This design comes from an exercise in tuning for small area, a short achievable clock period and few clock cycles per item on the open sky130 flow, not from production work. In this exercise RTL edits were held to simulation tests only and were not proved equivalent to the original. Power and IR drop assume default switching activity.

[config.mk]
export PLATFORM = sky130hd
export DESIGN_NAME = rgb_to_yuv_encoder
export DESIGN_NICKNAME = rgb_to_yuv_encoder
export VERILOG_FILES = /design/flow/design.v
export SDC_FILE = /design/flow/constraint.sdc
export NUM_CORES = 4
export LEC_CHECK = 0
export CAP_MARGIN = 0
export CORE_MARGIN = 2
export CORE_UTILIZATION = 40
export CTS_CLUSTER_DIAMETER = 120
export CTS_CLUSTER_SIZE = 24
export SLEW_MARGIN = 0
[constraint.sdc]
create_clock -name core_clock -period 12.0 [get_ports {CLOCK_50_I}]
set_input_delay 2.4000 -clock core_clock [delete_from_list [all_inputs] [get_ports {CLOCK_50_I}]]
set_output_delay 2.4000 -clock core_clock [all_outputs]
set_load 0.01 [all_outputs]
[design.v]
package rgb_to_yuv_encoder_pkg;
  localparam logic [17:0] U_BASE_ADDRESS   = 18'd38400;
  localparam logic [17:0] V_BASE_ADDRESS   = 18'd57600;
  localparam logic [17:0] RGB_BASE_ADDRESS = 18'd146944;
endpackage
module y_calc_tree(input [7:0] r, input [7:0] g, input [7:0] b, output [19:0] ha, output [19:0] hb, output c);
  wire t1 = ~r[6] ^ ~r[4]; wire t2 = ~r[6] & ~r[4];
  wire t3 = ~r[7] ^ ~r[5]; wire t4 = ~r[7] & ~r[5];
  wire t5 = ~r[6] ^ r[4]; wire t6 = ~r[6] & r[4];
  wire t7 = ~r[7] ^ r[5]; wire t8 = ~r[7] & r[5];
  wire t9 = ~r[4] ^ ~r[2] ^ r[0]; wire t10 = (~r[4] & ~r[2]) | (~r[4] & r[0]) | (~r[2] & r[0]);
  wire t11 = ~r[5] ^ ~r[3] ^ r[1]; wire t12 = (~r[5] & ~r[3]) | (~r[5] & r[1]) | (~r[3] & r[1]);
  wire t13 = ~g[4] ^ g[2]; wire t14 = ~g[4] & g[2];
  wire t15 = t1 ^ r[2] ^ ~r[0]; wire t16 = (t1 & r[2]) | (t1 & ~r[0]) | (r[2] & ~r[0]);
  wire t17 = ~g[5] ^ g[3] ^ ~b[6]; wire t18 = (~g[5] & g[3]) | (~g[5] & ~b[6]) | (g[3] & ~b[6]);
  wire t19 = ~b[3] ^ b[1]; wire t20 = ~b[3] & b[1];
  wire t21 = t2 ^ t3 ^ r[3]; wire t22 = (t2 & t3) | (t2 & r[3]) | (t3 & r[3]);
  wire t23 = ~r[1] ^ ~g[6] ^ g[4]; wire t24 = (~r[1] & ~g[6]) | (~r[1] & g[4]) | (~g[6] & g[4]);
  wire t25 = ~b[7] ^ ~b[4] ^ b[2]; wire t26 = (~b[7] & ~b[4]) | (~b[7] & b[2]) | (~b[4] & b[2]);
  wire t27 = t4 ^ t5 ^ ~r[2]; wire t28 = (t4 & t5) | (t4 & ~r[2]) | (t5 & ~r[2]);
  wire t29 = ~g[7] ^ g[5] ^ g[0]; wire t30 = (~g[7] & g[5]) | (~g[7] & g[0]) | (g[5] & g[0]);
  wire t31 = ~b[5] ^ b[3] ^ b[0]; wire t32 = (~b[5] & b[3]) | (~b[5] & b[0]) | (b[3] & b[0]);
  wire t33 = t6 ^ t7 ^ ~r[3]; wire t34 = (t6 & t7) | (t6 & ~r[3]) | (t7 & ~r[3]);
  wire t35 = r[0] ^ g[6] ^ g[1]; wire t36 = (r[0] & g[6]) | (r[0] & g[1]) | (g[6] & g[1]);
  wire t37 = ~b[6] ^ b[4] ^ b[1]; wire t38 = (~b[6] & b[4]) | (~b[6] & b[1]) | (b[4] & b[1]);
  wire t39 = t8 ^ r[6] ^ ~r[4]; wire t40 = (t8 & r[6]) | (t8 & ~r[4]) | (r[6] & ~r[4]);
  wire t41 = r[1] ^ g[7] ^ g[2]; wire t42 = (r[1] & g[7]) | (r[1] & g[2]) | (g[7] & g[2]);
  wire t43 = ~b[7] ^ b[5] ^ b[2]; wire t44 = (~b[7] & b[5]) | (~b[7] & b[2]) | (b[5] & b[2]);
  wire t45 = r[7] ^ ~r[5] ^ r[2]; wire t46 = (r[7] & ~r[5]) | (r[7] & r[2]) | (~r[5] & r[2]);
  wire t47 = g[3] ^ b[6] ^ b[3]; wire t48 = (g[3] & b[6]) | (g[3] & b[3]) | (b[6] & b[3]);
  wire t49 = ~b[0] ^ 1'b1; wire t50 = ~b[0] & 1'b1;
  wire t51 = ~r[6] ^ r[3] ^ g[4]; wire t52 = (~r[6] & r[3]) | (~r[6] & g[4]) | (r[3] & g[4]);
  wire t53 = b[7] ^ b[4] ^ ~b[1]; wire t54 = (b[7] & b[4]) | (b[7] & ~b[1]) | (b[4] & ~b[1]);
  wire t55 = ~r[7] ^ r[4] ^ g[5]; wire t56 = (~r[7] & r[4]) | (~r[7] & g[5]) | (r[4] & g[5]);
  wire t57 = b[5] ^ ~b[2]; wire t58 = b[5] & ~b[2];
  wire t59 = r[5] ^ r[0] ^ g[6]; wire t60 = (r[5] & r[0]) | (r[5] & g[6]) | (r[0] & g[6]);
  wire t61 = r[6] ^ r[1] ^ g[7]; wire t62 = (r[6] & r[1]) | (r[6] & g[7]) | (r[1] & g[7]);
  wire t63 = ~r[3] ^ ~r[1] ^ ~g[2]; wire t64 = (~r[3] & ~r[1]) | (~r[3] & ~g[2]) | (~r[1] & ~g[2]);
  wire t65 = t9 ^ ~g[3] ^ g[1]; wire t66 = (t9 & ~g[3]) | (t9 & g[1]) | (~g[3] & g[1]);
  wire t67 = ~b[4] ^ ~b[1]; wire t68 = ~b[4] & ~b[1];
  wire t69 = t10 ^ t11 ^ t13; wire t70 = (t10 & t11) | (t10 & t13) | (t11 & t13);
  wire t71 = ~b[5] ^ ~b[2] ^ b[0]; wire t72 = (~b[5] & ~b[2]) | (~b[5] & b[0]) | (~b[2] & b[0]);
  wire t73 = t12 ^ t14 ^ t15; wire t74 = (t12 & t14) | (t12 & t15) | (t14 & t15);
  wire t75 = t17 ^ t19 ^ 1'b1; wire t76 = (t17 & t19) | (t17 & 1'b1) | (t19 & 1'b1);
  wire t77 = t16 ^ t18 ^ t20; wire t78 = (t16 & t18) | (t16 & t20) | (t18 & t20);
  wire t79 = t21 ^ t23 ^ t25; wire t80 = (t21 & t23) | (t21 & t25) | (t23 & t25);
  wire t81 = t22 ^ t24 ^ t26; wire t82 = (t22 & t24) | (t22 & t26) | (t24 & t26);
  wire t83 = t27 ^ t29 ^ t31; wire t84 = (t27 & t29) | (t27 & t31) | (t29 & t31);
  wire t85 = t28 ^ t30 ^ t32; wire t86 = (t28 & t30) | (t28 & t32) | (t30 & t32);
  wire t87 = t33 ^ t35 ^ t37; wire t88 = (t33 & t35) | (t33 & t37) | (t35 & t37);
  wire t89 = t34 ^ t36 ^ t38; wire t90 = (t34 & t36) | (t34 & t38) | (t36 & t38);
  wire t91 = t39 ^ t41 ^ t43; wire t92 = (t39 & t41) | (t39 & t43) | (t41 & t43);
  wire t93 = t40 ^ t42 ^ t44; wire t94 = (t40 & t42) | (t40 & t44) | (t42 & t44);
  wire t95 = t45 ^ t47 ^ t49; wire t96 = (t45 & t47) | (t45 & t49) | (t47 & t49);
  wire t97 = t46 ^ t48 ^ t50; wire t98 = (t46 & t48) | (t46 & t50) | (t48 & t50);
  wire t99 = t51 ^ t53 ^ 1'b1; wire t100 = (t51 & t53) | (t51 & 1'b1) | (t53 & 1'b1);
  wire t101 = t52 ^ t54 ^ t55; wire t102 = (t52 & t54) | (t52 & t55) | (t54 & t55);
  wire t103 = t57 ^ b[0] ^ 1'b1; wire t104 = (t57 & b[0]) | (t57 & 1'b1) | (b[0] & 1'b1);
  wire t105 = t56 ^ t58 ^ t59; wire t106 = (t56 & t58) | (t56 & t59) | (t58 & t59);
  wire t107 = b[6] ^ ~b[3] ^ b[1]; wire t108 = (b[6] & ~b[3]) | (b[6] & b[1]) | (~b[3] & b[1]);
  wire t109 = t60 ^ t61 ^ g[0]; wire t110 = (t60 & t61) | (t60 & g[0]) | (t61 & g[0]);
  wire t111 = b[7] ^ ~b[4] ^ b[2]; wire t112 = (b[7] & ~b[4]) | (b[7] & b[2]) | (~b[4] & b[2]);
  wire t113 = t62 ^ r[7] ^ r[2]; wire t114 = (t62 & r[7]) | (t62 & r[2]) | (r[7] & r[2]);
  wire t115 = g[1] ^ ~b[5] ^ b[3]; wire t116 = (g[1] & ~b[5]) | (g[1] & b[3]) | (~b[5] & b[3]);
  wire t117 = r[3] ^ g[2] ^ ~b[6]; wire t118 = (r[3] & g[2]) | (r[3] & ~b[6]) | (g[2] & ~b[6]);
  wire t119 = r[4] ^ g[3]; wire t120 = r[4] & g[3];
  wire t121 = r[5] ^ g[4]; wire t122 = r[5] & g[4];
  wire t123 = ~r[2] ^ ~r[0]; wire t124 = ~r[2] & ~r[0];
  wire t125 = t63 ^ g[0] ^ ~b[3]; wire t126 = (t63 & g[0]) | (t63 & ~b[3]) | (g[0] & ~b[3]);
  wire t127 = t64 ^ t65 ^ t67; wire t128 = (t64 & t65) | (t64 & t67) | (t65 & t67);
  wire t129 = t66 ^ t68 ^ t69; wire t130 = (t66 & t68) | (t66 & t69) | (t68 & t69);
  wire t131 = t70 ^ t72 ^ t73; wire t132 = (t70 & t72) | (t70 & t73) | (t72 & t73);
  wire t133 = t74 ^ t76 ^ t77; wire t134 = (t74 & t76) | (t74 & t77) | (t76 & t77);
  wire t135 = t78 ^ t80 ^ t81; wire t136 = (t78 & t80) | (t78 & t81) | (t80 & t81);
  wire t137 = t82 ^ t84 ^ t85; wire t138 = (t82 & t84) | (t82 & t85) | (t84 & t85);
  wire t139 = t86 ^ t88 ^ t89; wire t140 = (t86 & t88) | (t86 & t89) | (t88 & t89);
  wire t141 = t90 ^ t92 ^ t93; wire t142 = (t90 & t92) | (t90 & t93) | (t92 & t93);
  wire t143 = t94 ^ t96 ^ t97; wire t144 = (t94 & t96) | (t94 & t97) | (t96 & t97);
  wire t145 = t98 ^ t100 ^ t101; wire t146 = (t98 & t100) | (t98 & t101) | (t100 & t101);
  wire t147 = t102 ^ t104 ^ t105; wire t148 = (t102 & t104) | (t102 & t105) | (t104 & t105);
  wire t149 = t106 ^ t108 ^ t109; wire t150 = (t106 & t108) | (t106 & t109) | (t108 & t109);
  wire t151 = t110 ^ t112 ^ t113; wire t152 = (t110 & t112) | (t110 & t113) | (t112 & t113);
  wire t153 = t114 ^ t116 ^ t117; wire t154 = (t114 & t116) | (t114 & t117) | (t116 & t117);
  wire t155 = t118 ^ t119 ^ ~b[7]; wire t156 = (t118 & t119) | (t118 & ~b[7]) | (t119 & ~b[7]);
  wire t157 = t120 ^ t121 ^ b[6]; wire t158 = (t120 & t121) | (t120 & b[6]) | (t121 & b[6]);
  wire t159 = t122 ^ r[6] ^ g[5]; wire t160 = (t122 & r[6]) | (t122 & g[5]) | (r[6] & g[5]);
  wire t161 = ~r[1] ^ ~g[0]; wire t162 = ~r[1] & ~g[0];
  wire t163 = t123 ^ ~g[1] ^ ~b[2]; wire t164 = (t123 & ~g[1]) | (t123 & ~b[2]) | (~g[1] & ~b[2]);
  wire t165 = t124 ^ t125 ^ ~b[0]; wire t166 = (t124 & t125) | (t124 & ~b[0]) | (t125 & ~b[0]);
  wire t167 = t126 ^ t127 ^ 1'b1; wire t168 = (t126 & t127) | (t126 & 1'b1) | (t127 & 1'b1);
  wire t169 = t128 ^ t129 ^ t71; wire t170 = (t128 & t129) | (t128 & t71) | (t129 & t71);
  wire t171 = t130 ^ t131 ^ t75; wire t172 = (t130 & t131) | (t130 & t75) | (t131 & t75);
  wire t173 = t132 ^ t133 ^ t79; wire t174 = (t132 & t133) | (t132 & t79) | (t133 & t79);
  wire t175 = t134 ^ t135 ^ t83; wire t176 = (t134 & t135) | (t134 & t83) | (t135 & t83);
  wire t177 = t136 ^ t137 ^ t87; wire t178 = (t136 & t137) | (t136 & t87) | (t137 & t87);
  wire t179 = t138 ^ t139 ^ t91; wire t180 = (t138 & t139) | (t138 & t91) | (t139 & t91);
  wire t181 = t140 ^ t141 ^ t95; wire t182 = (t140 & t141) | (t140 & t95) | (t141 & t95);
  wire t183 = t142 ^ t143 ^ t99; wire t184 = (t142 & t143) | (t142 & t99) | (t143 & t99);
  wire t185 = t144 ^ t145 ^ t103; wire t186 = (t144 & t145) | (t144 & t103) | (t145 & t103);
  wire t187 = t146 ^ t147 ^ t107; wire t188 = (t146 & t147) | (t146 & t107) | (t147 & t107);
  wire t189 = t148 ^ t149 ^ t111; wire t190 = (t148 & t149) | (t148 & t111) | (t149 & t111);
  wire t191 = t150 ^ t151 ^ t115; wire t192 = (t150 & t151) | (t150 & t115) | (t151 & t115);
  wire t193 = t152 ^ t153 ^ b[4]; wire t194 = (t152 & t153) | (t152 & b[4]) | (t153 & b[4]);
  wire t195 = t154 ^ t155 ^ b[5]; wire t196 = (t154 & t155) | (t154 & b[5]) | (t155 & b[5]);
  wire t197 = t156 ^ t157 ^ 1'b1; wire t198 = (t156 & t157) | (t156 & 1'b1) | (t157 & 1'b1);
  wire t199 = t158 ^ t159 ^ b[7]; wire t200 = (t158 & t159) | (t158 & b[7]) | (t159 & b[7]);
  wire t201 = t160 ^ r[7] ^ g[6]; wire t202 = (t160 & r[7]) | (t160 & g[6]) | (r[7] & g[6]);
  wire [23:0] ra = {1'b0, t202, t200, t198, t196, t194, t192, t190, t188, t186, t184, t182, t180, t178, t176, t174, t172, t170, t168, t166, t164, t162, t161, ~r[0]};
  wire [23:0] rb = {1'b0, g[7], t201, t199, t197, t195, t193, t191, t189, t187, t185, t183, t181, t179, t177, t175, t173, t171, t169, t167, t165, t163, ~b[1], ~b[0]};
  wire [4:0] low = {1'b0, ra[3:0]} + {1'b0, rb[3:0]};
  assign c = low[4];
  assign ha = ra[23:4];
  assign hb = rb[23:4];
endmodule
module y_calc_add(input [19:0] ha, input [19:0] hb, input c, output [7:0] o);
  wire [19:0] sum = ha + hb + {19'd0, c};
  assign o = sum[19:12];
endmodule
module uv_calc_tree(input [9:0] x, input [9:0] y, input [9:0] w, input m, output [16:0] ha, output [16:0] hb, output c);
  wire t1 = x[4] ^ ~x[0]; wire t2 = x[4] & ~x[0];
  wire t3 = x[5] ^ ~x[1] ^ y[3]; wire t4 = (x[5] & ~x[1]) | (x[5] & y[3]) | (~x[1] & y[3]);
  wire t5 = x[6] ^ ~x[2] ^ x[0]; wire t6 = (x[6] & ~x[2]) | (x[6] & x[0]) | (~x[2] & x[0]);
  wire t7 = y[4] ^ ~w[7]; wire t8 = y[4] & ~w[7];
  wire t9 = x[7] ^ ~x[3] ^ x[1]; wire t10 = (x[7] & ~x[3]) | (x[7] & x[1]) | (~x[3] & x[1]);
  wire t11 = y[5] ^ ~w[8]; wire t12 = y[5] & ~w[8];
  wire t13 = x[8] ^ ~x[4] ^ x[2]; wire t14 = (x[8] & ~x[4]) | (x[8] & x[2]) | (~x[4] & x[2]);
  wire t15 = y[6] ^ w[9] ^ ~w[7]; wire t16 = (y[6] & w[9]) | (y[6] & ~w[7]) | (w[9] & ~w[7]);
  wire t17 = ~w[4] ^ w[0]; wire t18 = ~w[4] & w[0];
  wire t19 = ~x[9] ^ ~x[5] ^ x[3]; wire t20 = (~x[9] & ~x[5]) | (~x[9] & x[3]) | (~x[5] & x[3]);
  wire t21 = y[7] ^ ~y[0] ^ ~w[8]; wire t22 = (y[7] & ~y[0]) | (y[7] & ~w[8]) | (~y[0] & ~w[8]);
  wire t23 = ~w[5] ^ w[1] ^ ~m; wire t24 = (~w[5] & w[1]) | (~w[5] & ~m) | (w[1] & ~m);
  wire t25 = ~x[6] ^ x[4] ^ y[8]; wire t26 = (~x[6] & x[4]) | (~x[6] & y[8]) | (x[4] & y[8]);
  wire t27 = ~y[1] ^ w[9] ^ ~w[6]; wire t28 = (~y[1] & w[9]) | (~y[1] & ~w[6]) | (w[9] & ~w[6]);
  wire t29 = w[2] ^ w[0]; wire t30 = w[2] & w[0];
  wire t31 = ~x[7] ^ x[5] ^ ~x[0]; wire t32 = (~x[7] & x[5]) | (~x[7] & ~x[0]) | (x[5] & ~x[0]);
  wire t33 = ~y[9] ^ ~y[2] ^ ~w[7]; wire t34 = (~y[9] & ~y[2]) | (~y[9] & ~w[7]) | (~y[2] & ~w[7]);
  wire t35 = w[3] ^ w[1] ^ ~m; wire t36 = (w[3] & w[1]) | (w[3] & ~m) | (w[1] & ~m);
  wire t37 = ~x[8] ^ x[6] ^ ~x[1]; wire t38 = (~x[8] & x[6]) | (~x[8] & ~x[1]) | (x[6] & ~x[1]);
  wire t39 = ~y[3] ^ y[0] ^ ~w[8]; wire t40 = (~y[3] & y[0]) | (~y[3] & ~w[8]) | (y[0] & ~w[8]);
  wire t41 = w[4] ^ w[2] ^ ~m; wire t42 = (w[4] & w[2]) | (w[4] & ~m) | (w[2] & ~m);
  wire t43 = x[9] ^ x[7] ^ ~x[2]; wire t44 = (x[9] & x[7]) | (x[9] & ~x[2]) | (x[7] & ~x[2]);
  wire t45 = ~y[4] ^ y[1] ^ w[9]; wire t46 = (~y[4] & y[1]) | (~y[4] & w[9]) | (y[1] & w[9]);
  wire t47 = w[5] ^ w[3] ^ ~m; wire t48 = (w[5] & w[3]) | (w[5] & ~m) | (w[3] & ~m);
  wire t49 = x[8] ^ ~x[3] ^ x[0]; wire t50 = (x[8] & ~x[3]) | (x[8] & x[0]) | (~x[3] & x[0]);
  wire t51 = ~y[5] ^ y[2] ^ w[6]; wire t52 = (~y[5] & y[2]) | (~y[5] & w[6]) | (y[2] & w[6]);
  wire t53 = ~x[9] ^ ~x[4] ^ x[1]; wire t54 = (~x[9] & ~x[4]) | (~x[9] & x[1]) | (~x[4] & x[1]);
  wire t55 = ~y[6] ^ y[3] ^ w[7]; wire t56 = (~y[6] & y[3]) | (~y[6] & w[7]) | (y[3] & w[7]);
  wire t57 = ~x[5] ^ x[2] ^ ~y[7]; wire t58 = (~x[5] & x[2]) | (~x[5] & ~y[7]) | (x[2] & ~y[7]);
  wire t59 = y[4] ^ w[8]; wire t60 = y[4] & w[8];
  wire t61 = ~x[6] ^ x[3] ^ ~y[8]; wire t62 = (~x[6] & x[3]) | (~x[6] & ~y[8]) | (x[3] & ~y[8]);
  wire t63 = y[5] ^ ~w[9]; wire t64 = y[5] & ~w[9];
  wire t65 = ~x[7] ^ x[4]; wire t66 = ~x[7] & x[4];
  wire t67 = x[2] ^ y[0]; wire t68 = x[2] & y[0];
  wire t69 = x[3] ^ y[1]; wire t70 = x[3] & y[1];
  wire t71 = t1 ^ y[2] ^ ~w[5]; wire t72 = (t1 & y[2]) | (t1 & ~w[5]) | (y[2] & ~w[5]);
  wire t73 = ~w[3] ^ ~w[0]; wire t74 = ~w[3] & ~w[0];
  wire t75 = t2 ^ t3 ^ ~w[6]; wire t76 = (t2 & t3) | (t2 & ~w[6]) | (t3 & ~w[6]);
  wire t77 = ~w[4] ^ ~w[1] ^ ~m; wire t78 = (~w[4] & ~w[1]) | (~w[4] & ~m) | (~w[1] & ~m);
  wire t79 = t4 ^ t5 ^ t7; wire t80 = (t4 & t5) | (t4 & t7) | (t5 & t7);
  wire t81 = ~w[5] ^ ~w[2] ^ m; wire t82 = (~w[5] & ~w[2]) | (~w[5] & m) | (~w[2] & m);
  wire t83 = t6 ^ t8 ^ t9; wire t84 = (t6 & t8) | (t6 & t9) | (t8 & t9);
  wire t85 = t11 ^ ~w[6] ^ ~w[3]; wire t86 = (t11 & ~w[6]) | (t11 & ~w[3]) | (~w[6] & ~w[3]);
  wire t87 = t10 ^ t12 ^ t13; wire t88 = (t10 & t12) | (t10 & t13) | (t12 & t13);
  wire t89 = t15 ^ t17 ^ 1'b1; wire t90 = (t15 & t17) | (t15 & 1'b1) | (t17 & 1'b1);
  wire t91 = t14 ^ t16 ^ t18; wire t92 = (t14 & t16) | (t14 & t18) | (t16 & t18);
  wire t93 = t19 ^ t21 ^ t23; wire t94 = (t19 & t21) | (t19 & t23) | (t21 & t23);
  wire t95 = t20 ^ t22 ^ t24; wire t96 = (t20 & t22) | (t20 & t24) | (t22 & t24);
  wire t97 = t25 ^ t27 ^ t29; wire t98 = (t25 & t27) | (t25 & t29) | (t27 & t29);
  wire t99 = t26 ^ t28 ^ t30; wire t100 = (t26 & t28) | (t26 & t30) | (t28 & t30);
  wire t101 = t31 ^ t33 ^ t35; wire t102 = (t31 & t33) | (t31 & t35) | (t33 & t35);
  wire t103 = t32 ^ t34 ^ t36; wire t104 = (t32 & t34) | (t32 & t36) | (t34 & t36);
  wire t105 = t37 ^ t39 ^ t41; wire t106 = (t37 & t39) | (t37 & t41) | (t39 & t41);
  wire t107 = t38 ^ t40 ^ t42; wire t108 = (t38 & t40) | (t38 & t42) | (t40 & t42);
  wire t109 = t43 ^ t45 ^ t47; wire t110 = (t43 & t45) | (t43 & t47) | (t45 & t47);
  wire t111 = t44 ^ t46 ^ t48; wire t112 = (t44 & t46) | (t44 & t48) | (t46 & t48);
  wire t113 = t49 ^ t51 ^ w[4]; wire t114 = (t49 & t51) | (t49 & w[4]) | (t51 & w[4]);
  wire t115 = t50 ^ t52 ^ t53; wire t116 = (t50 & t52) | (t50 & t53) | (t52 & t53);
  wire t117 = t55 ^ w[5] ^ ~m; wire t118 = (t55 & w[5]) | (t55 & ~m) | (w[5] & ~m);
  wire t119 = t54 ^ t56 ^ t57; wire t120 = (t54 & t56) | (t54 & t57) | (t56 & t57);
  wire t121 = t59 ^ w[6] ^ ~m; wire t122 = (t59 & w[6]) | (t59 & ~m) | (w[6] & ~m);
  wire t123 = t58 ^ t60 ^ t61; wire t124 = (t58 & t60) | (t58 & t61) | (t60 & t61);
  wire t125 = t63 ^ w[7] ^ m; wire t126 = (t63 & w[7]) | (t63 & m) | (w[7] & m);
  wire t127 = t62 ^ t64 ^ t65; wire t128 = (t62 & t64) | (t62 & t65) | (t64 & t65);
  wire t129 = y[9] ^ y[6] ^ w[8]; wire t130 = (y[9] & y[6]) | (y[9] & w[8]) | (y[6] & w[8]);
  wire t131 = t66 ^ ~x[8] ^ x[5]; wire t132 = (t66 & ~x[8]) | (t66 & x[5]) | (~x[8] & x[5]);
  wire t133 = y[7] ^ ~w[9]; wire t134 = y[7] & ~w[9];
  wire t135 = x[9] ^ x[6]; wire t136 = x[9] & x[6];
  wire t137 = x[1] ^ ~w[2]; wire t138 = x[1] & ~w[2];
  wire t139 = t67 ^ ~w[3] ^ ~w[1]; wire t140 = (t67 & ~w[3]) | (t67 & ~w[1]) | (~w[3] & ~w[1]);
  wire t141 = t68 ^ t69 ^ ~w[4]; wire t142 = (t68 & t69) | (t68 & ~w[4]) | (t69 & ~w[4]);
  wire t143 = t70 ^ t71 ^ t73; wire t144 = (t70 & t71) | (t70 & t73) | (t71 & t73);
  wire t145 = t72 ^ t74 ^ t75; wire t146 = (t72 & t74) | (t72 & t75) | (t74 & t75);
  wire t147 = t76 ^ t78 ^ t79; wire t148 = (t76 & t78) | (t76 & t79) | (t78 & t79);
  wire t149 = t80 ^ t82 ^ t83; wire t150 = (t80 & t82) | (t80 & t83) | (t82 & t83);
  wire t151 = t84 ^ t86 ^ t87; wire t152 = (t84 & t86) | (t84 & t87) | (t86 & t87);
  wire t153 = t88 ^ t90 ^ t91; wire t154 = (t88 & t90) | (t88 & t91) | (t90 & t91);
  wire t155 = t92 ^ t94 ^ t95; wire t156 = (t92 & t94) | (t92 & t95) | (t94 & t95);
  wire t157 = t96 ^ t98 ^ t99; wire t158 = (t96 & t98) | (t96 & t99) | (t98 & t99);
  wire t159 = t100 ^ t102 ^ t103; wire t160 = (t100 & t102) | (t100 & t103) | (t102 & t103);
  wire t161 = t104 ^ t106 ^ t107; wire t162 = (t104 & t106) | (t104 & t107) | (t106 & t107);
  wire t163 = t108 ^ t110 ^ t111; wire t164 = (t108 & t110) | (t108 & t111) | (t110 & t111);
  wire t165 = t112 ^ t114 ^ t115; wire t166 = (t112 & t114) | (t112 & t115) | (t114 & t115);
  wire t167 = t116 ^ t118 ^ t119; wire t168 = (t116 & t118) | (t116 & t119) | (t118 & t119);
  wire t169 = t120 ^ t122 ^ t123; wire t170 = (t120 & t122) | (t120 & t123) | (t122 & t123);
  wire t171 = t124 ^ t126 ^ t127; wire t172 = (t124 & t126) | (t124 & t127) | (t126 & t127);
  wire t173 = t128 ^ t130 ^ t131; wire t174 = (t128 & t130) | (t128 & t131) | (t130 & t131);
  wire t175 = t132 ^ t134 ^ t135; wire t176 = (t132 & t134) | (t132 & t135) | (t134 & t135);
  wire t177 = t136 ^ x[7]; wire t178 = t136 & x[7];
  wire t179 = x[0] ^ ~w[1]; wire t180 = x[0] & ~w[1];
  wire t181 = t137 ^ ~w[0] ^ 1'b1; wire t182 = (t137 & ~w[0]) | (t137 & 1'b1) | (~w[0] & 1'b1);
  wire t183 = t138 ^ t139 ^ m; wire t184 = (t138 & t139) | (t138 & m) | (t139 & m);
  wire t185 = t140 ^ t141 ^ ~w[2]; wire t186 = (t140 & t141) | (t140 & ~w[2]) | (t141 & ~w[2]);
  wire t187 = t142 ^ t143 ^ m; wire t188 = (t142 & t143) | (t142 & m) | (t143 & m);
  wire t189 = t144 ^ t145 ^ t77; wire t190 = (t144 & t145) | (t144 & t77) | (t145 & t77);
  wire t191 = t146 ^ t147 ^ t81; wire t192 = (t146 & t147) | (t146 & t81) | (t147 & t81);
  wire t193 = t148 ^ t149 ^ t85; wire t194 = (t148 & t149) | (t148 & t85) | (t149 & t85);
  wire t195 = t150 ^ t151 ^ t89; wire t196 = (t150 & t151) | (t150 & t89) | (t151 & t89);
  wire t197 = t152 ^ t153 ^ t93; wire t198 = (t152 & t153) | (t152 & t93) | (t153 & t93);
  wire t199 = t154 ^ t155 ^ t97; wire t200 = (t154 & t155) | (t154 & t97) | (t155 & t97);
  wire t201 = t156 ^ t157 ^ t101; wire t202 = (t156 & t157) | (t156 & t101) | (t157 & t101);
  wire t203 = t158 ^ t159 ^ t105; wire t204 = (t158 & t159) | (t158 & t105) | (t159 & t105);
  wire t205 = t160 ^ t161 ^ t109; wire t206 = (t160 & t161) | (t160 & t109) | (t161 & t109);
  wire t207 = t162 ^ t163 ^ t113; wire t208 = (t162 & t163) | (t162 & t113) | (t163 & t113);
  wire t209 = t164 ^ t165 ^ t117; wire t210 = (t164 & t165) | (t164 & t117) | (t165 & t117);
  wire t211 = t166 ^ t167 ^ t121; wire t212 = (t166 & t167) | (t166 & t121) | (t167 & t121);
  wire t213 = t168 ^ t169 ^ t125; wire t214 = (t168 & t169) | (t168 & t125) | (t169 & t125);
  wire t215 = t170 ^ t171 ^ t129; wire t216 = (t170 & t171) | (t170 & t129) | (t171 & t129);
  wire t217 = t172 ^ t173 ^ t133; wire t218 = (t172 & t173) | (t172 & t133) | (t173 & t133);
  wire t219 = t174 ^ t175 ^ y[8]; wire t220 = (t174 & t175) | (t174 & y[8]) | (t175 & y[8]);
  wire t221 = t176 ^ t177 ^ ~y[9]; wire t222 = (t176 & t177) | (t176 & ~y[9]) | (t177 & ~y[9]);
  wire t223 = t178 ^ x[8] ^ 1'b1; wire t224 = (t178 & x[8]) | (t178 & 1'b1) | (x[8] & 1'b1);
  wire t225 = ~x[9] ^ 1'b1; wire t226 = ~x[9] & 1'b1;
  wire [24:0] ra = {t224, t222, t220, t218, t216, t214, t212, t210, t208, t206, t204, t202, t200, t198, t196, t194, t192, t190, t188, t186, t184, t182, t180, t179, ~w[0]};
  wire [24:0] rb = {t225, t223, t221, t219, t217, t215, t213, t211, t209, t207, t205, t203, t201, t199, t197, t195, t193, t191, t189, t187, t185, t183, t181, m, 1'b1};
  wire [8:0] low = {1'b0, ra[7:0]} + {1'b0, rb[7:0]};
  assign c = low[8];
  assign ha = ra[24:8];
  assign hb = rb[24:8];
endmodule
module uv_calc_add(input [16:0] ha, input [16:0] hb, input c, output [7:0] o);
  wire [16:0] sum = ha + hb + {16'd0, c};
  assign o = sum[16:9];
endmodule
import rgb_to_yuv_encoder_pkg::*;
module rgb_to_yuv_encoder
#(
  parameter int NUM_GROUPS = 19200
) (
  input  logic        CLOCK_50_I,
  input  logic        reset,
  input  logic        enable,
  input  logic [15:0] SRAM_read_data,
  output logic [17:0] SRAM_address,
  output logic [15:0] SRAM_write_data,
  output logic        SRAM_we_n,
  output logic        done
);
  localparam logic [14:0] LAST_GROUP = 15'(NUM_GROUPS - 1);
  logic        run_q;         
  logic        done_q;
  logic        we_n_q;
  logic        wr_ok_q;       
  logic [3:0]  slot_q;
  logic [17:0] rp_q;          
  logic [14:0] wg_q;          
  logic [17:0] addr_q;
  logic [15:0] din_q, d1_q, d2_q;     
  logic        first_q;               
  logic [19:0] ya_q, yb_q;            
  logic        yc_q;
  logic        swap_q;                
  logic [9:0]  cx_q, cy_q;            
  logic        cm_q;                  
  logic [16:0] ua_q, ub_q;            
  logic        uc_q;
  logic [7:0]  hu_q, hv_q;            
  logic [15:0] wd_q;                  
  logic [7:0]  pr, pg, pb;
  logic [19:0] ya, yb;
  logic        yc;
  logic [7:0]  y_new;
  assign pr = first_q ? d1_q[15:8]  : d1_q[7:0];
  assign pg = first_q ? d1_q[7:0]   : din_q[15:8];
  assign pb = first_q ? din_q[15:8] : din_q[7:0];
  y_calc_tree u_yt (.r(pr), .g(pg), .b(pb), .ha(ya), .hb(yb), .c(yc));
  y_calc_add  u_ya (.ha(ya_q), .hb(yb_q), .c(yc_q), .o(y_new));
  logic [8:0]  rs, gs, bs;
  logic [9:0]  f1, f2;
  logic [16:0] ua, ub;
  logic        uc;
  logic [7:0]  uv_new;
  assign rs = {1'b0, d2_q[15:8]} + {1'b0, d1_q[7:0]};
  assign gs = {1'b0, d2_q[7:0]}  + {1'b0, din_q[15:8]};
  assign bs = {1'b0, d1_q[15:8]} + {1'b0, din_q[7:0]};
  assign f1 = {1'b0, bs} - {1'b0, gs};
  assign f2 = {1'b0, gs} - {1'b0, rs};
  uv_calc_tree u_uvt (.x(cx_q), .y(cy_q), .w(cy_q ^ {10{cm_q}}), .m(cm_q), .ha(ua), .hb(ub), .c(uc));
  uv_calc_add  u_uva (.ha(ua_q), .hb(ub_q), .c(uc_q), .o(uv_new));
  logic [17:0] u_addr, v_addr;
  logic        rd_next;       
  logic        last_write;
  assign u_addr = U_BASE_ADDRESS + {3'd0, wg_q};
  assign v_addr = V_BASE_ADDRESS + {3'd0, wg_q};
  assign rd_next = (slot_q == 4'd9) || (slot_q == 4'd0) || (slot_q == 4'd1) ||
                   (slot_q == 4'd5) || (slot_q == 4'd6) || (slot_q == 4'd7);
  assign last_write = (slot_q == 4'd5) && (wg_q == LAST_GROUP);
  always_ff @(posedge CLOCK_50_I) begin
    din_q <= SRAM_read_data;
    d1_q  <= din_q;
    d2_q  <= d1_q;
    first_q <= (slot_q == 4'd3) || (slot_q == 4'd9);
    ya_q    <= ya;
    yb_q    <= yb;
    yc_q    <= yc;
    swap_q <= (slot_q == 4'd5) || (slot_q == 4'd1);
    if (swap_q) begin
      cx_q <= ~cy_q; cy_q <= ~cx_q; cm_q <= 1'b1;
    end else begin
      cx_q <= f1;    cy_q <= f2;    cm_q <= 1'b0;
    end
    ua_q <= ua;
    ub_q <= ub;
    uc_q <= uc;
    if (slot_q == 4'd7) hu_q <= uv_new;
    if (slot_q == 4'd8) hv_q <= uv_new;
    case (slot_q)
      4'd5, 4'd1: wd_q[15:8] <= y_new;
      4'd3:       wd_q[15:8] <= hu_q;
      4'd4:       wd_q[15:8] <= hv_q;
      default: ;
    endcase
    case (slot_q)
      4'd6, 4'd2: wd_q[7:0] <= y_new;
      4'd3, 4'd4: wd_q[7:0] <= uv_new;
      default: ;
    endcase
    if (run_q) begin
      slot_q  <= (slot_q == 4'd9) ? 4'd0 : slot_q + 4'd1;
      wr_ok_q <= wr_ok_q | (slot_q == 4'd9);
      wg_q    <= wg_q + {14'd0, slot_q == 4'd5};
      rp_q    <= rp_q + {17'd0, rd_next};
      case (slot_q)
        4'd8:    addr_q <= {2'd0, wg_q, 1'b0};
        4'd2:    addr_q <= {2'd0, wg_q, 1'b1};
        4'd3:    addr_q <= u_addr;
        4'd4:    addr_q <= v_addr;
        default: addr_q <= rp_q;
      endcase
    end else begin
      slot_q  <= 4'd0;
      wr_ok_q <= 1'b0;
      wg_q    <= '1;
      rp_q    <= RGB_BASE_ADDRESS + 18'd1;
      addr_q  <= RGB_BASE_ADDRESS;
    end
    if (reset) begin
      run_q  <= 1'b0;
      done_q <= 1'b0;
      we_n_q <= 1'b1;
    end else if (!run_q) begin
      we_n_q <= 1'b1;
      if (done_q) done_q <= enable;
      else        run_q  <= enable;
    end else begin
      case (slot_q)
        4'd8:             we_n_q <= 1'b0;
        4'd2, 4'd3, 4'd4: we_n_q <= ~wr_ok_q;
        default:          we_n_q <= 1'b1;
      endcase
      if (last_write) begin
        run_q  <= 1'b0;
        done_q <= 1'b1;
      end
    end
  end
  assign SRAM_address    = addr_q;
  assign SRAM_write_data = wd_q;
  assign SRAM_we_n       = we_n_q;
  assign done            = done_q;
endmodule
[flow/run.sh]
#!/bin/bash
# The standard layout (standard synthesis, floorplan, placement, CTS, routing) with the
# resizer's setup-repair target tightened: repair_timing aims for this much positive slack
# against the unchanged 12 ns constraint, so it sizes and buffers the critical paths.
# The SDC, clock period, I/O delays and every other setting stay the standard flow's.
set -uo pipefail
bash standard.sh SETUP_SLACK_MARGIN=8.5 finish > standard.log 2>&1
[standard.sh]
#!/bin/bash
# synth_recipe.tcl (not shown) runs the flow's synth.tcl, then flattens the netlist and writes it again
# the make line also repeats each setting of config.mk as NAME=value (left out here)
make -C /OpenROAD-flow-scripts/flow DESIGN_CONFIG=/design/flow/config.mk WORK_HOME=/design/flow/orfs CLKGATE_MAP_FILE= SYNTH_SCRIPT=/design/flow/synth_recipe.tcl "${@:-finish}"
==> key figures, run 1 <==
Run status
  • Outcome: timing/DRC/antenna clean

Setup path
  • CP required: 9.60 ns
  • CP Class: register to primary output
  • Worst path cell trace: buf_2
  • Crit Path Max Fanout: 1
  • Buf+Inv Stages, Crit Path: 1
  • Critical path arrival: 1.09 ns
  • Critical path endpoint category: primary output
  • CP max-delay cell: edfxtp_1
  • CP Depth: 1
  • CP max stage delay: 0.44 ns
  • Startpoint class of the critical path: register
  • Family with the most delay on the worst path: flip-flops
  • Worst R2R Path Depth: 12

Synthesis
  • Distinct cells, synth: 69
  • Post-synth top flop: dfxtp_1
  • Cells after synthesis: 1491
  • Sequential cell area fraction in the yosys report: 32.8%
  • #FFs+latches synth: 236
  • Synthesized area per cell: 10.3 µm²
  • Netlist area before placement: 0.0154 mm²
  • Number of flops mapped to enable cells by yosys: 32
  • Syn_nets: 1815
  • Async set-or-reset flop fraction in the synthesized netlist: 0%
  • YS warnings: 1

Routing
  • Routed WL per cell: 16.2 µm
  • Vias/cell: 4.89
  • DRC: 0
  • Final wirelength: 33200 µm
  • Antenna Violating Nets Remaining: 0
  • DRT Pass-1 Iters: 7
  • Vias post-DR: 10057
  • Initial DRC count: 582

Job
  • # Max-Cap Violations: 0

Die
  • # rows: 71
  • Die area: 0.0401 mm²
  • Placeable Area: 0.0378 mm²
  • Initial core utilization: 40.8%
  • Die Wd: 200 µm
  • Die height: 200 µm
  • I/O pin cnt: 55

Finish
  • Commonest non-fill, non-tap cell in the layout: inv_1
  • Layout Cells excl Fill: 2056
  • Ant diodes: 0
  • Most frequent cells in the layout: 322 x inv_1, 196 x dfxtp_1, 183 x fa_1, 120 x ha_1, 76 x nand2_1
  • P&R area growth vs syn: 10.9%
  • Share of cells above drive strength 1: 6.54%
  • Filler cells: 3581
  • Final nets: 1865

Clock tree
  • Clk sink count: 236
  • CTS Buf Count: 13
  • Longest Clk Path Bufs: 3
  • Reg clk slew, reported paths: 0.10 ns
  • CTS H-tree depth: 1
  • Clock latency (worst-skew pair): 0.48 ns
  • CTS root buffer: clkbuf_16
  • CTS tree: yes

Timing
  • Unrepaired setup endpoints after global routing: yes
  • TNS Setup: 0 ns
  • Fmax: 286 MHz
  • Clock skew: 0.0135 ns
  • Period utilisation layout: 29.1%
  • Tmin final: 3.49 ns
  • Slew HR: 37.8%
  • Slew @ Worst Pin: 0.931 ns
  • Slew Limit Fails: 0
  • Final WS setup: 8.51 ns
  • Final hold vios: 0
  • Setup violators final: 0

Placement
  • Hpwl dp: 26700 µm
  • Dpl cells: 2029
  • Port bufs: 54
  • Final GP Congestion: 0.897
  • Pre-CTS WS: 8.22 ns

GRT
  • Global route total overflow: 0
  • Number of global-route vias before repair: 10466
  • Initial antenna violation count: 0
  • All-Layer GR Usage: 16.9%
  • Largest net degree at the start of global routing: 62
  • First-pass GRT wire length: 54700 µm

Min path
  • Hold depth: 0
  • HP Class: register to register

Pwr
  • PD cells: 301 mW/mm²
  • Pleak: 7.81 nW
  • Maximum vdd drop: 0.000160 V
-- per-layer routing --
metal,wire length (µm),vias up,GRT usage [%]
met4,688,0,3.84
met5,0,-,0
met3,1050,50,1.74
met2,16400,184,30.0
li1,-,4904,-
met1,15100,4919,22.1
-- kinds of logic (layout without fill, tap and decap cells) --
| group | count (synthesis) | after routing | synth area share [%] |
|---|---|---|---|
| simple gates | 241 | 241 | 7.79 |
| compound gates | 243 | 243 | 10.5 |
| mux | 35 | 35 | 2.32 |
| flops | 236 | 236 | 32.8 |
| buf+inv | 359 | 413 | 8.80 |
| fa+ha+maj | 305 | 305 | 33.8 |
| xor+xnor | 72 | 72 | 4.10 |
-- per-stage QoR --
step                utilization [%]  hold WS, ns  instance area, µm²  power [mW]
finish                         45.2        0.366               17100        5.15
global route                   45.2        0.376               17100        5.93
CTS                            44.8        0.364               16900        5.23
detailed placement             43.7        0.350               16500        4.73
global placement               43.7        0.338               16500        4.64
floorplan                         -        0.331               15400        3.77
-- area by class of cell --
type / instances / area, µm² / area share, %
clock buffers: 18 / 344 / 2.01
repair buffers: 71 / 613 / 3.59
clock inverters: 1 / 30.0 / 0.176
multi-input cells: 896 / 9180 / 53.8
well taps: 511 / 639 / 3.74
inverters: 323 / 1210 / 7.10
flip-flops and latches: 236 / 5060 / 29.6
-- sequential cells by signal, indices dropped and copies added, names as in the netlist, 4 cells and up --
| signal | count |
|---|---|
| ub_q | 17 |
| cy_q | 10 |
| d2_q | 16 |
| d1_q | 16 |
| hu_q | 8 |
| hv_q | 8 |
| wg_q | 15 |
| addr_q | 18 |
| ya_q | 19 |
| cx_q | 10 |
| din_q | 16 |
| wd_q | 16 |
| yb_q | 19 |
| slot_q | 4 |
| ua_q | 17 |
| rp_q | 18 |
-- worst paths after layout --
check,from,end,slack (ns)
min,din_q[5],d1_q[5],0.37
max,wd_q[3],SRAM_write_data[3],8.51
max reg2reg,din_q[8],cx_q[8],8.58
min reg2reg,din_q[5],d1_q[5],0.37
-- timing repair --
action | 4_1_cts | 5_1_grt
gates cloned | 0 | 1
resized for setup | 101 | 42
endpoints found under the setup margin | 65 | 52
hold buffers | 0 | 0
pin swaps | 2 | 4
setup buffers | 4 | 3
-- where the power goes --
part | total [mW] | switching (mW) | internal [mW]
registers | 1.29 | 0.154 | 1.13
logic | 3.38 | 1.97 | 1.42
clock network | 0.477 | 0.253 | 0.224
-- Yosys cell counts (6+ instances only) --
library cell,number,share of area (%)
inv_1,323,7.9
dfxtp_1,204,27
fa_1,184,24
ha_1,121,9.8
nand2_1,76,1.9
a21oi_1,65,2.1
o21ai_0,40,1.3
xnor2_1,39,2.2
nor2_1,37,0.90
xor2_1,33,1.9
edfxtp_1,32,6.2
clkbuf_1,30,0.73
nand3_1,30,0.98
mux2i_1,29,1.9
a22oi_1,19,0.93
nor3_1,17,0.55
o21a_1,15,0.73
a21o_1,14,0.68
and2_1,13,0.53
a21boi_0,11,0.54
and3_1,10,0.41
nor2b_1,10,0.41
a31oi_1,9,0.37
or3_1,9,0.37
nand4_1,8,0.33
o211ai_1,8,0.39
o31ai_1,8,0.39
a211o_1,6,0.34
a211oi_1,6,0.29
mux2_2,6,0.44
nand2b_1,6,0.24
o21bai_1,6,0.29
Testbench counts, summed over its fixed seeds: cycles 1,536,068, frames 8.
==> inputs of run 2 (changes only) <==
--- a/flow/run.sh
+++ b/flow/run.sh
@@ -4,4 +4,4 @@
 # against the unchanged 12 ns constraint, so it sizes and buffers the critical paths.
 # The SDC, clock period, I/O delays and every other setting stay the standard flow's.
 set -uo pipefail
-bash standard.sh SETUP_SLACK_MARGIN=8.5 finish > standard.log 2>&1
+bash standard.sh SETUP_SLACK_MARGIN=8.45 finish > standard.log 2>&1
--- a/config.mk
+++ b/config.mk
@@ -5,9 +5,9 @@
 export SDC_FILE = /design/flow/constraint.sdc
 export NUM_CORES = 4
 export LEC_CHECK = 0
-export CAP_MARGIN = 0
+export CAP_MARGIN = 20
 export CORE_MARGIN = 2
 export CORE_UTILIZATION = 40
 export CTS_CLUSTER_DIAMETER = 120
 export CTS_CLUSTER_SIZE = 24
-export SLEW_MARGIN = 0
+export SLEW_MARGIN = 20
==> key figures, run 2 <==
Finish
  • Ant diodes: 0
  • Share of cells above drive strength 1: 6.22%
  • Most frequent cells in the layout: 320 x inv_1, 199 x dfxtp_1, 183 x fa_1, 119 x ha_1, 76 x nand2_1
  • P&R area growth vs syn: 10.6%
  • Final Util: 45.1%
  • Final nets: 1863
  • Largest regs: ya_q: 19 flops, yb_q: 19 flops
  • Commonest non-fill, non-tap cell in the layout: inv_1

Synthesis
  • YS warnings: 1
  • Async set-or-reset flop fraction in the synthesized netlist: 0%
  • Sequential cell area fraction in the yosys report: 32.8%
  • Synthesized area per cell: 10.3 µm²
  • Syn_nets: 1815
  • Cells after synthesis: 1491
  • Distinct cells, synth: 69
  • Netlist area before placement: 0.0154 mm²
  • #FFs+latches synth: 236
  • Post-synth top flop: dfxtp_1
  • Top-area cell type share of the netlist area: 26.5%
  • Number of flops mapped to enable cells by yosys: 32
  • Yosys top cell by area: dfxtp_1
  • Most numerous cell in the Yosys netlist: inv_1
  • Commonest cells in the netlist: 323 x inv_1, 204 x dfxtp_1, 184 x fa_1
  • Synth top area cells: dfxtp_1 27%, fa_1 24%, ha_1 9.8%

Routing
  • Initial DRC count: 567
  • Vias post-DR: 10054
  • Routed WL per cell: 16.1 µm
  • DRT Pass-1 Iters: 7
  • DRC: 0
  • Vias/cell: 4.89
  • Antenna Violating Nets Remaining: 0
  • Final wirelength: 33100 µm

Min path
  • Hold_sp: din_q[5]
  • HP Class: register to register

Die
  • Die Wd: 200 µm
  • Die area: 0.0401 mm²
  • Initial core utilization: 40.8%
  • Placeable Area: 0.0378 mm²
  • I/O pin cnt: 55
  • # rows: 71
  • Die height: 200 µm

GRT
  • Number of global-route vias before repair: 10462
  • Global route total overflow: 0
  • All-Layer GR Usage: 16.9%
  • Largest net degree at the start of global routing: 62
  • Initial antenna violation count: 0
  • First-pass GRT wire length: 54700 µm

Setup path
  • Family with the most delay on the worst path: flip-flops
  • CP Class: register to primary output
  • Critical path endpoint category: primary output
  • RR Startpoint: first_q
  • Worst Setup SP: wd_q[12]
  • CP required: 9.60 ns
  • Crit Path Max Fanout: 1
  • Worst path cell trace: clkdlybuf4s15_1
  • Startpoint class of the critical path: register
  • CP max-delay cell: edfxtp_1
  • Buf+Inv Stages, Crit Path: 1
  • Critical path arrival: 1.10 ns
  • CP max stage delay: 0.38 ns

Timing
  • Fmax: 286 MHz
  • Clock skew: 0.0136 ns
  • TNS Setup: 0 ns
  • Period utilisation layout: 29.1%
  • Slew Limit Fails: 0
  • Setup violators final: 0
  • Tmin final: 3.50 ns
  • Slew @ Worst Pin: 0.923 ns
  • Slew HR: 38.3%
  • Final hold vios: 0
  • Unrepaired setup endpoints after global routing: yes

Pwr
  • Net Sw Frac: 46.2%
  • Internal: 2.77 mW
  • PD cells: 302 mW/mm²
  • P_sw: 2.37 mW
  • Clock power frac: 9.3%
  • Pleak: 7.80 nW
  • Seq pwr share: 25.0%
  • Comb pwr share: 65.7%
  • Maximum vdd drop: 0.000160 V

Clock tree
  • Clock latency (worst-skew pair): 0.48 ns
  • CTS H-tree depth: 1
  • Reg clk slew, reported paths: 0.09 ns
  • Clk sink count: 236
  • CTS tree: yes
  • CTS Buf Count: 13
  • CTS root buffer: clkbuf_16
  • Longest Clk Path Bufs: 3

Job
  • # Max-Cap Violations: 0

Placement
  • Hpwl dp: 26700 µm
  • Final GP Congestion: 0.897
  • Port bufs: 54

Run status
  • Outcome: timing/DRC/antenna clean
run 2: kinds of logic after synthesis:
logic type	count (synthesis)	share of synthesized area, %
muxes	35	2.32
adders and majority gates	305	33.8
AOI/OAI and AO/OA	243	10.5
buffers and inverters	359	8.80
DFF	236	32.8
xor gates and xnor gates	72	4.10
and+or+nand+nor	241	7.79
run 2: metrics by stage:
| stage | hold slack (ns) | total power [mW] | cell area, µm² | instances | worst slack (ns) |
|---|---|---|---|---|---|
| 6_report | 0.366 | 5.14 | 17000 | 2054 | 8.50 |
| 5_1_grt | 0.376 | 5.92 | 17000 | 2054 | 8.37 |
| 4_1_cts | 0.364 | 5.22 | 16900 | 2051 | 8.35 |
| 3_5_place_dp | 0.350 | 4.73 | 16500 | 2029 | 8.22 |
| 3_3_place_gp | 0.338 | 4.64 | 16500 | 2029 | 8.34 |
| 2_1_floorplan | 0.331 | 3.77 | 15400 | 1491 | 8.47 |
run 2: worst paths after layout:
check / cells past startpoint / slack, ns / endpoint
setup / recovery: 1 / 8.50 / SRAM_write_data[12]
hold / removal: 0 / 0.37 / d1_q[5]
setup reg to reg: 7 / 8.52 / yb_q[5]
hold reg to reg: 0 / 0.37 / d1_q[5]
run 2: final cells by class:
type                            count  area, µm²
Inverter                          323       1210
Timing Repair Buffer               69        573
Clock buffer                       18        344
Clock inverter                      1       30.0
Fill cell                        3587      20700
Sequential cell                   236       5050
Tap cell                          511        639
Multi-Input combinational cell    896       9180
run 2: what timing repair did:
| action | in CTS | in global routing |
|---|---|---|
| resized for setup | 78 | 40 |
| hold buffers | 0 | 0 |
| cloned | 0 | 0 |
| setup buffers | 3 | 3 |
| pin swaps | 2 | 6 |
| setup endpoints to repair | 62 | 36 |
run 2: routing by layer:
| layer | share of wire (%) | GRT usage [%] |
|---|---|---|
| met5 | 0 | 0 |
| met4 | 2.1 | 3.81 |
| met3 | 2.9 | 1.69 |
| met2 | 49 | 30.0 |
| met1 | 46 | 22.2 |
run 2: power by group through the flow:
| stage | clock network, mW | logic, mW | registers, mW |
|---|---|---|---|
| 2_1_floorplan | 0 | 2.53 | 1.24 |
| 6_report | 0.477 | 3.38 | 1.29 |
| 4_1_cts | 0.499 | 3.44 | 1.28 |
| 3_3_place_gp | 0 | 3.34 | 1.30 |
| 3_5_place_dp | 0 | 3.43 | 1.30 |
| 5_1_grt | 0.524 | 4.09 | 1.31 |
==> inputs of run 3 (changes only) <==
--- a/flow/run.sh
+++ b/flow/run.sh
@@ -4,4 +4,4 @@
 # against the unchanged 12 ns constraint, so it sizes and buffers the critical paths.
 # The SDC, clock period, I/O delays and every other setting stay the standard flow's.
 set -uo pipefail
-bash standard.sh SETUP_SLACK_MARGIN=8.45 finish > standard.log 2>&1
+bash standard.sh SETUP_SLACK_MARGIN=8.6 finish > standard.log 2>&1
==> key figures, run 3 <==
Clock tree
  • Clk sink count: 236
  • Reg clk slew, reported paths: 0.10 ns
  • # hold bufs at CTS: 0
  • CTS H-tree depth: 1
  • CTS root buffer: clkbuf_16
  • Longest Clk Path Bufs: 3
  • CTS tree: yes
  • Clock latency (worst-skew pair): 0.51 ns
  • CTS Buf Count: 13

Routing
  • Vias post-DR: 10139
  • Routed WL per cell: 16.6 µm
  • Vias/cell: 4.92
  • DRC: 0
  • Final wirelength: 34300 µm
  • Antenna Violating Nets Remaining: 0
  • Initial DRC count: 458
  • DRT Pass-1 Iters: 5

GRT
  • First-pass GRT wire length: 55800 µm
  • All-Layer GR Usage: 17.2%
  • Number of global-route vias before repair: 10658
  • Global route total overflow: 0
  • Largest net degree at the start of global routing: 62
  • Initial antenna violation count: 0

Synthesis
  • Top-area cell type share of the netlist area: 26.5%
  • Yosys top cell by area: dfxtp_1
  • Number of flops mapped to enable cells by yosys: 32
  • Most numerous cell in the Yosys netlist: inv_1
  • Async set-or-reset flop fraction in the synthesized netlist: 0%
  • Synthesized area per cell: 10.3 µm²
  • Commonest cells in the netlist: 323 x inv_1, 204 x dfxtp_1, 184 x fa_1
  • Synth top area cells: dfxtp_1 27%, fa_1 24%, ha_1 9.8%
  • Cells after synthesis: 1491
  • YS warnings: 1
  • Netlist area before placement: 0.0154 mm²
  • Post-synth top flop: dfxtp_1
  • Sequential cell area fraction in the yosys report: 32.8%
  • #FFs+latches synth: 236
  • Distinct cells, synth: 69
  • Syn_nets: 1815

Placement
  • Final GP Congestion: 0.905
  • Port bufs: 54
  • Hpwl dp: 27000 µm

Finish
  • Commonest non-fill, non-tap cell in the layout: inv_1
  • Largest regs: ya_q: 19 flops, yb_q: 19 flops
  • Most frequent cells in the layout: 318 x inv_1, 188 x dfxtp_1, 181 x fa_1, 117 x ha_1, 76 x nand2_1
  • Ant diodes: 0
  • Final nets: 1872
  • P&R area growth vs syn: 12.4%
  • Share of cells above drive strength 1: 10.2%

Timing
  • Slew @ Worst Pin: 0.769 ns
  • Slew Limit Fails: 0
  • Period utilisation layout: 29.2%
  • Slew HR: 48.6%
  • Min Hold Slack: 0.358 ns
  • Unrepaired setup endpoints after global routing: yes
  • TNS Setup: 0 ns
  • Clock skew: 0.0378 ns
  • Setup violators final: 0
  • Final hold vios: 0
  • Fmax: 285 MHz
  • Tmin final: 3.50 ns

Pwr
  • Comb pwr share: 66.0%
  • Seq pwr share: 24.8%
  • Internal: 2.81 mW
  • Maximum vdd drop: 0.000141 V
  • PD cells: 304 mW/mm²
  • P_sw: 2.45 mW
  • Clock power frac: 9.3%
  • Net Sw Frac: 46.6%
  • Pleak: 7.86 nW

Die
  • Die area: 0.0401 mm²
  • # rows: 71
  • Initial core utilization: 40.8%
  • Die Wd: 200 µm
  • Die height: 200 µm
  • I/O pin cnt: 55
  • Placeable Area: 0.0378 mm²

Setup path
  • Crit Path Max Fanout: 1
  • CP max stage delay: 0.46 ns
  • CP required: 9.60 ns
  • Startpoint class of the critical path: register
  • Buf+Inv Stages, Crit Path: 1
  • Critical path arrival: 1.10 ns
  • Family with the most delay on the worst path: flip-flops
  • Worst path cell trace: buf_6
  • Critical path endpoint category: primary output
  • CP max-delay cell: edfxtp_1
  • CP Class: register to primary output

Min path
  • HP Class: register to register

Job
  • # Max-Cap Violations: 0

Run status
  • Outcome: timing/DRC/antenna clean
-- run 3: changes by cell type in the layout (fill, tap and decap cells not counted), moves of 6 or more --
cell           previous run  this run
dlygate4sd2_1            20         0
dfxtp_1                 199       188
buf_2                     7        33
buf_4                    13        21
dfxtp_2                   5        11
clkbuf_2                  7         0
mux2i_4                   3        10
-- run 3: cell type report --
cell class / count / area (µm²)
timing repair buffer: 78 / 604
clock inverter: 2 / 38.8
sequential: 236 / 5080
fill: 3558 / 20500
clock buffer: 16 / 337
inverter: 323 / 1220
multi-input combinational: 896 / 9390
tap: 511 / 639
-- run 3: what timing repair did --
item / 4_1_cts / 5_1_grt
pin swaps: 6 / 14
endpoints found under the setup margin: 69 / 50
cloned: 1 / 0
setup buffers: 5 / 10
hold endpoints to repair: 0 / 0
gates resized for setup: 183 / 55
-- run 3: routing by layer --
layer	share of wire, %	track usage [%]
met3	3.3	1.90
met5	0	0
met4	1.7	3.70
met2	48	30.0
met1	47	23.1
-- run 3: power groups by stage --
| stage | registers, mW | clock network (mW) | logic [mW] |
|---|---|---|---|
| 2_1_floorplan | 1.24 | 0 | 2.53 |
| 4_1_cts | 1.29 | 0.505 | 3.47 |
| 3_3_place_gp | 1.30 | 0 | 3.36 |
| 3_5_place_dp | 1.31 | 0 | 3.45 |
| 5_1_grt | 1.32 | 0.525 | 4.20 |
| 6_report | 1.30 | 0.487 | 3.47 |
-- run 3: cells by family (layout without fill, tap and decap cells) --
family          Yosys count  after routing  share of synthesized area (%)
buf+inv                 359            419                           8.80
flops                   236            236                           32.8
mux                      35             35                           2.32
fa+ha+maj               305            305                           33.8
compound gates          243            243                           10.5
simple gates            241            241                           7.79
xor+xnor                 72             72                           4.10
-- run 3: stage by stage --
step	total power [mW]	instance area, µm²	util, %	cells	setup WS, ns
final	5.26	17300	45.8	2062	8.50
after global routing	6.05	17300	45.8	2062	8.47
after CTS	5.27	17000	44.9	2052	8.49
after detailed placement	4.76	16500	43.8	2028	8.30
after global placement	4.66	16500	43.8	2028	8.37
after floorplan	3.78	15500	-	1491	8.61
-- run 3: path summary, 6_finish.rpt --
| kind | from | to | slack (ns) | cells past startpoint |
|---|---|---|---|---|
| hold reg to reg | din_q[5] | d1_q[5] | 0.36 | 0 |
| setup reg to reg | first_q | yb_q[6] | 8.64 | 10 |
| hold / removal | din_q[5] | d1_q[5] | 0.36 | 0 |
| setup / recovery | wd_q[7] | SRAM_write_data[7] | 8.50 | 1 |
==> inputs of run 4 (changes only) <==
--- a/design.v
+++ b/design.v
@@ -113,8 +113,9 @@
   assign hb = rb[23:4];
 endmodule
 module y_calc_add(input [19:0] ha, input [19:0] hb, input c, output [7:0] o);
-  wire [19:0] sum = ha + hb + {19'd0, c};
-  assign o = sum[19:12];
+  wire [13:0] low = {1'b0, ha[11:0], c} + {1'b0, hb[11:0], c};
+  wire [8:0] high = {ha[19:12], low[13]} + {hb[19:12], low[13]};
+  assign o = high[8:1];
 endmodule
 module uv_calc_tree(input [9:0] x, input [9:0] y, input [9:0] w, input m, output [16:0] ha, output [16:0] hb, output c);
   wire t1 = x[4] ^ ~x[0]; wire t2 = x[4] & ~x[0];
@@ -238,8 +239,9 @@
   assign hb = rb[24:8];
 endmodule
 module uv_calc_add(input [16:0] ha, input [16:0] hb, input c, output [7:0] o);
-  wire [16:0] sum = ha + hb + {16'd0, c};
-  assign o = sum[16:9];
+  wire [10:0] low = {1'b0, ha[8:0], c} + {1'b0, hb[8:0], c};
+  wire [8:0] high = {ha[16:9], low[10]} + {hb[16:9], low[10]};
+  assign o = high[8:1];
 endmodule
 import rgb_to_yuv_encoder_pkg::*;
 module rgb_to_yuv_encoder
--- a/flow/run.sh
+++ b/flow/run.sh
@@ -4,4 +4,4 @@
 # against the unchanged 12 ns constraint, so it sizes and buffers the critical paths.
 # The SDC, clock period, I/O delays and every other setting stay the standard flow's.
 set -uo pipefail
-bash standard.sh SETUP_SLACK_MARGIN=8.6 finish > standard.log 2>&1
+bash standard.sh SETUP_SLACK_MARGIN=8.55 finish > standard.log 2>&1
==> key figures, run 4 <==
Routing
  • Routed WL per cell: 16.2 µm
  • Final wirelength: 32600 µm
  • Vias post-DR: 9719
  • DRC: 0
  • Antenna Violating Nets Remaining: 0
  • DRT Pass-1 Iters: 7
  • Vias/cell: 4.83
  • Initial DRC count: 594

Clock tree
  • CTS tree: yes
  • CTS H-tree depth: 1
  • # hold bufs at CTS: 0
  • Reg clk slew, reported paths: 0.10 ns
  • CTS Buf Count: 14
  • Clock latency (worst-skew pair): 0.50 ns
  • CTS root buffer: clkbuf_16
  • Longest Clk Path Bufs: 3
  • Clk sink count: 236

Timing
  • Fmax: 289 MHz
  • Final hold vios: 0
  • Clock skew: 0.0304 ns
  • Slew HR: 34.2%
  • Tmin final: 3.46 ns
  • Unrepaired setup endpoints after global routing: yes
  • Setup violators final: 0
  • Slew Limit Fails: 0
  • TNS Setup: 0 ns
  • Slew @ Worst Pin: 0.986 ns
  • Period utilisation layout: 28.9%

Setup path
  • Buf+Inv Stages, Crit Path: 1
  • CP required: 9.60 ns
  • Crit Path Max Fanout: 1
  • Family with the most delay on the worst path: flip-flops
  • Critical path arrival: 1.06 ns
  • CP max-delay cell: edfxtp_1
  • Startpoint class of the critical path: register
  • CP Class: register to primary output
  • Critical path endpoint category: primary output
  • Worst path cell trace: buf_2
  • CP max stage delay: 0.41 ns

Synthesis
  • Yosys top cell by area: dfxtp_1
  • #FFs+latches synth: 236
  • Number of flops mapped to enable cells by yosys: 32
  • Most numerous cell in the Yosys netlist: inv_1
  • Async set-or-reset flop fraction in the synthesized netlist: 0%
  • Post-synth top flop: dfxtp_1
  • Top-area cell type share of the netlist area: 26.8%
  • Synthesized area per cell: 10.5 µm²
  • Sequential cell area fraction in the yosys report: 33.1%
  • Netlist area before placement: 0.0152 mm²
  • Distinct cells, synth: 76
  • YS warnings: 1
  • Commonest cells in the netlist: 314 x inv_1, 204 x dfxtp_1, 186 x fa_1
  • Cells after synthesis: 1451
  • Syn_nets: 1777
  • Synth top area cells: dfxtp_1 27%, fa_1 24%, ha_1 9.9%

GRT
  • Initial antenna violation count: 0
  • Largest net degree at the start of global routing: 34
  • Number of global-route vias before repair: 10275
  • Global route total overflow: 0
  • First-pass GRT wire length: 53600 µm
  • All-Layer GR Usage: 17.2%

Job
  • # Max-Cap Violations: 0

Die
  • I/O pin cnt: 55
  • Die Wd: 199 µm
  • Die height: 199 µm
  • # rows: 71
  • Initial core utilization: 40.6%
  • Die area: 0.0397 mm²
  • Placeable Area: 0.0376 mm²

Finish
  • Share of cells above drive strength 1: 9.73%
  • P&R area growth vs syn: 11.2%
  • Most frequent cells in the layout: 310 x inv_1, 192 x dfxtp_1, 184 x fa_1, 118 x ha_1, 72 x nand2_1
  • Commonest non-fill, non-tap cell in the layout: inv_1
  • Final nets: 1823
  • Ant diodes: 0
  • Largest regs: ya_q: 19 flops, yb_q: 19 flops
  • Layout Cells excl Fill: 2012

Min path
  • HP Class: register to register

Pwr
  • Pleak: 7.73 nW
  • Maximum vdd drop: 0.000182 V
  • PD cells: 301 mW/mm²

Placement
  • Dpl cells: 1985
  • Port bufs: 54
  • Final GP Congestion: 0.932
  • Hpwl dp: 26200 µm

Run status
  • Outcome: timing/DRC/antenna clean
## run 4: changes by cell type in the layout (fill, tap and decap cells not counted), sizes merged, moves of 4 or more
cell	previous run	this run
a21o	14	21
inv	323	316
a21oi	66	61
nor3	17	11
a211o	7	1
nand4	8	12
nand3	30	22
o21a	15	10
o21ai	41	45
and3	10	6
buf	60	48
xor2	33	29
## run 4: final cells by class
class                   count  area, µm²
fillers                  3501      20600
clock inverters             3       33.8
inverters                 314       1180
clock buffers              17        383
well taps                 511        639
repair buffers             68        526
multi-input cells         863       9120
flip-flops and latches    236       5060
## run 4: cells by family after synthesis
group                      Yosys count  share of synthesized area [%]
adders and majority gates          307                           34.4
xor gates and xnor gates            69                           3.97
and+or+nand+nor                    227                           7.74
muxes                               32                           2.15
DFF                                236                           33.1
AOI/OAI and AO/OA                  228                           9.84
buffers and inverters              352                           8.82
## run 4: report_power, final
part,internal (mW),switching [mW]
Clock,0.234,0.275
Sequential,1.13,0.153
Combinational,1.38,1.92
Total,2.75,2.35
## run 4: repair_timing
item,in CTS,in global routing
gates cloned,0,2
resized for setup,170,43
pin swaps,4,7
endpoints found under the hold margin,0,0
endpoints found under the setup margin,65,49
setup buffers,3,2
## run 4: routing by layer
metal  global-route usage, %  routed length (µm)  vias to the layer above
met2                    29.0               15400                      144
met5                       0                   0                        -
met3                    1.76                 983                       44
met1                    23.8               15500                     4805
met4                    4.01                 695                        0
li1                        -                   -                     4726
## run 4: stage by stage
step                cell area (µm²)  worst slack (ns)  power (mW)  util, %  hold slack (ns)
floorplan                     15300              8.50        3.64        -            0.331
global placement              16300              8.42        4.49     43.4            0.339
detailed placement            16300              8.30        4.64     43.4            0.342
CTS                           16700              8.48        5.17     44.5            0.359
global route                  16900              8.48        5.80     45.1            0.366
finish                        16900              8.54        5.10     45.1            0.357
## run 4: path summary, 6_finish.rpt
path	startpoint	to	slack, ns	cells past startpoint
min	din_q[5]	d1_q[5]	0.36	0
max reg2reg	first_q	yb_q[4]	8.64	9
min reg2reg	din_q[5]	d1_q[5]	0.36	0
max	wd_q[10]	SRAM_write_data[10]	8.54	1
Testbench counts of run 4, summed over its fixed seeds: cycles 1,536,068, frames 8.

## static timing again, ports no longer ideal
Ports are ideal in the flow. The routed layouts listed here were re-timed in OpenROAD.
Step 1 assumes that a clkbuf_16 drives the clock port and a buf_2 every other input.
Step 2 adds t to the input delays and takes it off the output delays; t is the mean of the earliest and latest rising clock arrival at the registers after step 1. Input paths then give back, and output paths get back, about the clock's delay inside the block.
Slacks: ideal ports / drivers / drivers and shift; pairs: ideal ports / drivers.
run	shift t [ns]	setup slack, ns	worst hold slack (ns)	worst setup path at the end	worst slew at a driven data input, ns
run 1	0.520	8.509 / 8.459 / 8.511	0.366 / 0.366 / 0.366	input to register	0.04
run 2	0.520	8.505 / 8.456 / 8.510	0.366 / 0.366 / 0.366	input to register	0.04
run 3	0.541	8.497 / 8.443 / 8.486	0.358 / 0.358 / 0.358	input to register	0.03
run 4	0.536	8.536 / 8.488 / 8.494	0.357 / 0.357 / 0.357	input to register	0.03
After both steps every run listed still meets setup and hold. The setup slack of run 4, which loses most, moves by -0.048 ns with the drivers and by -0.042 ns with both steps.
